Context: an optimization exercise on an open-source flow, tuned for small area, a short achievable clock period and few clock cycles per item. The choices shown serve that exercise and are no tape-out recipe. At most, simulation tests tie the RTL to the original design; equivalence was not proved. Power figures rest on the tool's default switching activity, not on a simulated workload.

## overwriting_record_stack_drain_unit
module overwriting_record_stack_drain_unit #(
    parameter int DEPTH        = 16,
    parameter int RECORD_BYTES = 8
) (
    input  logic        i_clk,
    input  logic        i_rst_n,
    input  logic        in_valid,
    output logic        in_ready,
    input  logic        in_opcode,
    input  logic [63:0] in_entry_data,
    input  logic        in_reserve_slot,
    output logic        out_valid,
    input  logic        out_ready,
    output logic        out_is_header,
    output logic [63:0] out_record_data,
    output logic [4:0]  out_header_count,
    output logic [4:0]  out_popped,
    output logic        out_last,
    input  logic        cfg_valid,
    output logic        cfg_ready,
    input  logic [4:0]  cfg_data
);
export LEC_CHECK = 0
export ABC_AREA = 1
export ABC_CLOCK_PERIOD_IN_PS = 2200
export CAP_MARGIN = 20
export CORE_MARGIN = 2
export CORE_UTILIZATION = 40
export CTS_CLUSTER_DIAMETER = 100
export CTS_CLUSTER_SIZE = 25
export SETUP_SLACK_MARGIN = 1.7
export SLEW_MARGIN = 20
create_clock -name core_clock -period 4.0 [get_ports {i_clk}]
run.sh (not shown) runs the stock make flow with config.mk's settings and CLKGATE_MAP_FILE= SYNTH_SCRIPT=/design/flow/synth_recipe.tcl, a recipe that flattens the netlist after the stock synthesis.
The first run completed with no timing, DRC or antenna violations.
Testbench counts at the start, summed over its fixed seeds: cycles 4,048, items 3,840.
Then changed:
Settings changed: SETUP_SLACK_MARGIN 1.7 to 1.9.
The changed run finished clean.
Global-route usage climbs by 0.34 points.
Final area climbs by 2.2%.
Clock skew drops by 0.0031 ns.
Non-clock buffer count climbs by 76.
Power climbs by 3.0%.
Worst setup slack improves by 0.14 ns.
Sequential cell count stays the same.

---

Another version of the RTL of overwriting_record_stack_drain_unit (not shown whole).
Size in the first run: about 3200 cells after synthesis, ~1400 flip-flops, ~160 I/O pins.
export LEC_CHECK = 0
export ABC_CLOCK_PERIOD_IN_PS = 2200
export CAP_MARGIN = 20
export CORE_MARGIN = 2
export CORE_UTILIZATION = 40
export CTS_CLUSTER_DIAMETER = 80
export CTS_CLUSTER_SIZE = 20
export SETUP_SLACK_MARGIN = 1.8
export SLEW_MARGIN = 20
export TNS_END_PERCENT = 10
create_clock -name core_clock -period 4.0 [get_ports {i_clk}]
Edit:
Settings changed: CORE_UTILIZATION 40 to 60, CTS_CLUSTER_DIAMETER 80 to 100, CTS_CLUSTER_SIZE 20 to 25.
The changed run produced a clean layout; via count went up by 0.94%; register-to-register slack stays flat; sequential share of layout area rose by 1.1 points; fmax is higher by 0.46%; die area drops by 33%; cell area goes down by 1.6%.
Edit:
Settings changed: ABC_AREA set to 1, CORE_UTILIZATION 60 to 40, TNS_END_PERCENT 10 to unset.
The new run produced a clean layout.
Cell count came out higher by 40%.
Utilization went down by 23 points.
Area after synthesis climbs by 2.4%.
Worst setup slack improved by 0.088 ns.
Wire length goes up by 1.6%.
Die area went up by 53%.
Cell area rose by 2.6%.
Fmax increases by 3.8%.
No run of this note included a check of the RTL's function; only the layout flow was run.

---

v6:
RTL: one of the versions met above, not the one the previous note started from.
Size: ~3200 cells after synthesis, roughly 1400 flip-flops, about 160 I/O pins, roughly 54000 sq um of cells after synthesis.
==> flow/design.v (excerpt) <==
module overwriting_record_stack_drain_unit #(
    parameter int DEPTH        = 16,
    parameter int RECORD_BYTES = 8
) (
    input  logic        i_clk,
    input  logic        i_rst_n,
    input  logic        in_valid,
    output logic        in_ready,
    input  logic        in_opcode,
    input  logic [63:0] in_entry_data,
    input  logic        in_reserve_slot,
    output logic        out_valid,
    input  logic        out_ready,
    output logic        out_is_header,
    output logic [63:0] out_record_data,
    output logic [4:0]  out_header_count,
    output logic [4:0]  out_popped,
    output logic        out_last,
    input  logic        cfg_valid,
    output logic        cfg_ready,
    input  logic [4:0]  cfg_data
);
    logic [ors_pkg::DEPTH-1:0]  w_we;
    logic [ors_pkg::DEPTH-1:0]  w_rsel;
    logic [63:0]                w_rdata;
    logic                       w_ld_rec;
    logic                       w_ld_hdr;
    logic [4:0]                 w_hdr_popped;
    logic                       w_hdr_rsv;
    assign cfg_ready = 1'b1;
    ors_ctrl u_ctrl (
        .i_clk          (i_clk),
        .i_rst_n        (i_rst_n),
        .i_in_valid     (in_valid),
        .i_opcode       (in_opcode),
        .i_reserve_slot (in_reserve_slot),
        .i_cfg_valid    (cfg_valid),
        .i_cfg_data     (cfg_data),
        .i_out_ready    (out_ready),
        .o_in_ready     (in_ready),
        .o_out_valid    (out_valid),
        .o_we           (w_we),
        .o_rsel         (w_rsel),
        .o_ld_rec       (w_ld_rec),
        .o_ld_hdr       (w_ld_hdr),
        .o_hdr_popped   (w_hdr_popped),
        .o_hdr_rsv      (w_hdr_rsv)
    );
    ors_ram #(
        .WIDTH (8 * RECORD_BYTES),
        .DEPTH (ors_pkg::DEPTH)
    ) u_ram (
        .i_clk   (i_clk),
        .i_we    (w_we),
        .i_wdata (in_entry_data),
        .i_rsel  (w_rsel),
        .o_rdata (w_rdata)
    );
    ors_dp u_dp (
        .i_clk          (i_clk),
        .i_ld_rec       (w_ld_rec),
  ...
export LEC_CHECK = 0
export ABC_CLOCK_PERIOD_IN_PS = 2200
export CAP_MARGIN = 20
export CORE_MARGIN = 2
export CORE_UTILIZATION = 40
export CTS_CLUSTER_DIAMETER = 100
export CTS_CLUSTER_SIZE = 25
export SETUP_SLACK_MARGIN = 1.6
export SLEW_MARGIN = 20
create_clock -name core_clock -period 4.0 [get_ports {i_clk}]
v6 ran to completion and came out clean on the timing, DRC and antenna checks.
Testbench counts of v6, summed over its fixed seeds: cycles 4,048, items 3,840.
The inputs of v7 differ from those of v6 as listed below.
Settings: SETUP_SLACK_MARGIN: 1.6 -> 1.8.
[summary]
- Higher final period utilization among v6 and v7: v6
- v7: sequential fraction of total cell area 1.6 points below v6
- Final antenna diode count ends up lower on v7.
- Post-route minimum period on v7 is ahead of v6.
- Share of cell area taken by multi-input logic gates: v7 higher than v6
- From v6 to v7 the numbers moved as follows: portion of total power attributed to the clock network now smaller; setup slack now larger; total met2 wirelength after detailed routing now larger; slew of the pin with the lowest slew margin now smaller; core utilization now larger.
- v6 consumes less power than v7.

---

Setup of red:
overwriting_record_stack_drain_unit with an RTL version that a note above also has.
Size in the first run: about 3200 cells after synthesis, roughly 160 I/O pins, roughly 55000 sq um of cells after synthesis.
Settings: LEC_CHECK=0, ABC_CLOCK_PERIOD_IN_PS=2200, CAP_MARGIN=20, CORE_MARGIN=2, CORE_UTILIZATION=40, CTS_CLUSTER_DIAMETER=100, CTS_CLUSTER_SIZE=25, SETUP_SLACK_MARGIN=1.8, SLEW_MARGIN=20, TNS_END_PERCENT=10; clock period 4.0 ns.
No stage failed in red, and the final checks on the layout all came back clean.
Inputs modified between red and blue:
- TNS_END_PERCENT removed (was 10)
Findings:
Total half-perimeter wirelength after legalization and detailed placement, blue vs red: up slightly
blue: met3 wire length is 8.3% higher than what red reported.
All of blue and red finish clean.
In the metrics for blue and red, the one carrying the higher register share of total power is red.
Via count of blue exceeds that of red slightly.
[diff] hold slack, blue relative to red: regression
As far as met1 wire length is concerned, blue and red perform about the same.
The power of the sequential group of blue and that of red are within noise of each other.
~same total placed cells including tap cells in blue and red
[compare] base=red new=blue: post-route total power increased 1.5%, multi-input gate share of the layout cell area rose by 0.44 points.
## Diff of input files: green against blue
- a change of ABC_CLOCK_PERIOD_IN_PS from 2200 to 2000
- a change of SETUP_SLACK_MARGIN from 1.8 to 2.0
- an added TNS_END_PERCENT of 10
### Flow results
From blue to green, number of max-capacitance violations reported did not move at all.
The core of green is more densely filled than that of blue.
Relative to blue, the first-pass GRT wire length of green is higher by 3.1 mm.
Status: register area parity (blue, green)
green vs. blue: biggest cell delay along the critical path went up by 110 ps.
Comparing green against blue, there is no change at all in detailed-router iteration count before antenna repair.
From blue to green the numbers moved as follows: count of nets after finishing saw an increase, final instance area now sits higher.
Setup WNS blue -> green: worse
No functional check of the RTL was part of any run of this note.

==> static timing again, ports no longer ideal <==
How much do the figures lean on ideal ports? The routed layouts below were timed once more, with nothing changed but the port constraints. Step 1, drivers: a clkbuf_16 drives i_clk and a buf_2 each remaining input, both assumed. Step 2 moves the port delays by t, midway between the first and last clock arrival at a register: inputs arrive t later, outputs are due t later. That takes back most of the time a late clock gives input paths. Three values: ideal, step 1, step 2; two values: the first two.
| run | t (ns) | setup slack, ns | pins driven straight from the clock port |
|---|---|---|---|
| the first run of note 1 | 0.748 | 1.698 / 1.729 / 0.999 | 1 |
| the second run of note 1 | 0.750 | 1.835 / 1.759 / 1.216 | 1 |
| the first run of note 2 | 0.790 | 1.605 / 1.534 / 0.961 | 1 |
| the second run of note 2 | 0.725 | 1.616 / 1.571 / 0.955 | 1 |
| the third run of note 2 | 0.758 | 1.704 / 1.628 / 1.101 | 1 |
| v6 | 0.769 | 1.570 / 1.562 / 0.848 | 1 |
| v7 | 0.730 | 1.587 / 1.587 / 1.048 | 1 |
| red | 0.760 | 1.597 / 1.527 / 0.966 | 1 |
| blue | 0.746 | 1.667 / 1.667 / 1.001 | 1 |
| green | 0.765 | 1.638 / 1.638 / 1.231 | 1 |
After both steps every run listed still meets setup and hold. The setup slack of v6, which loses most, moves by -0.008 ns with the drivers and by -0.722 ns with both steps.
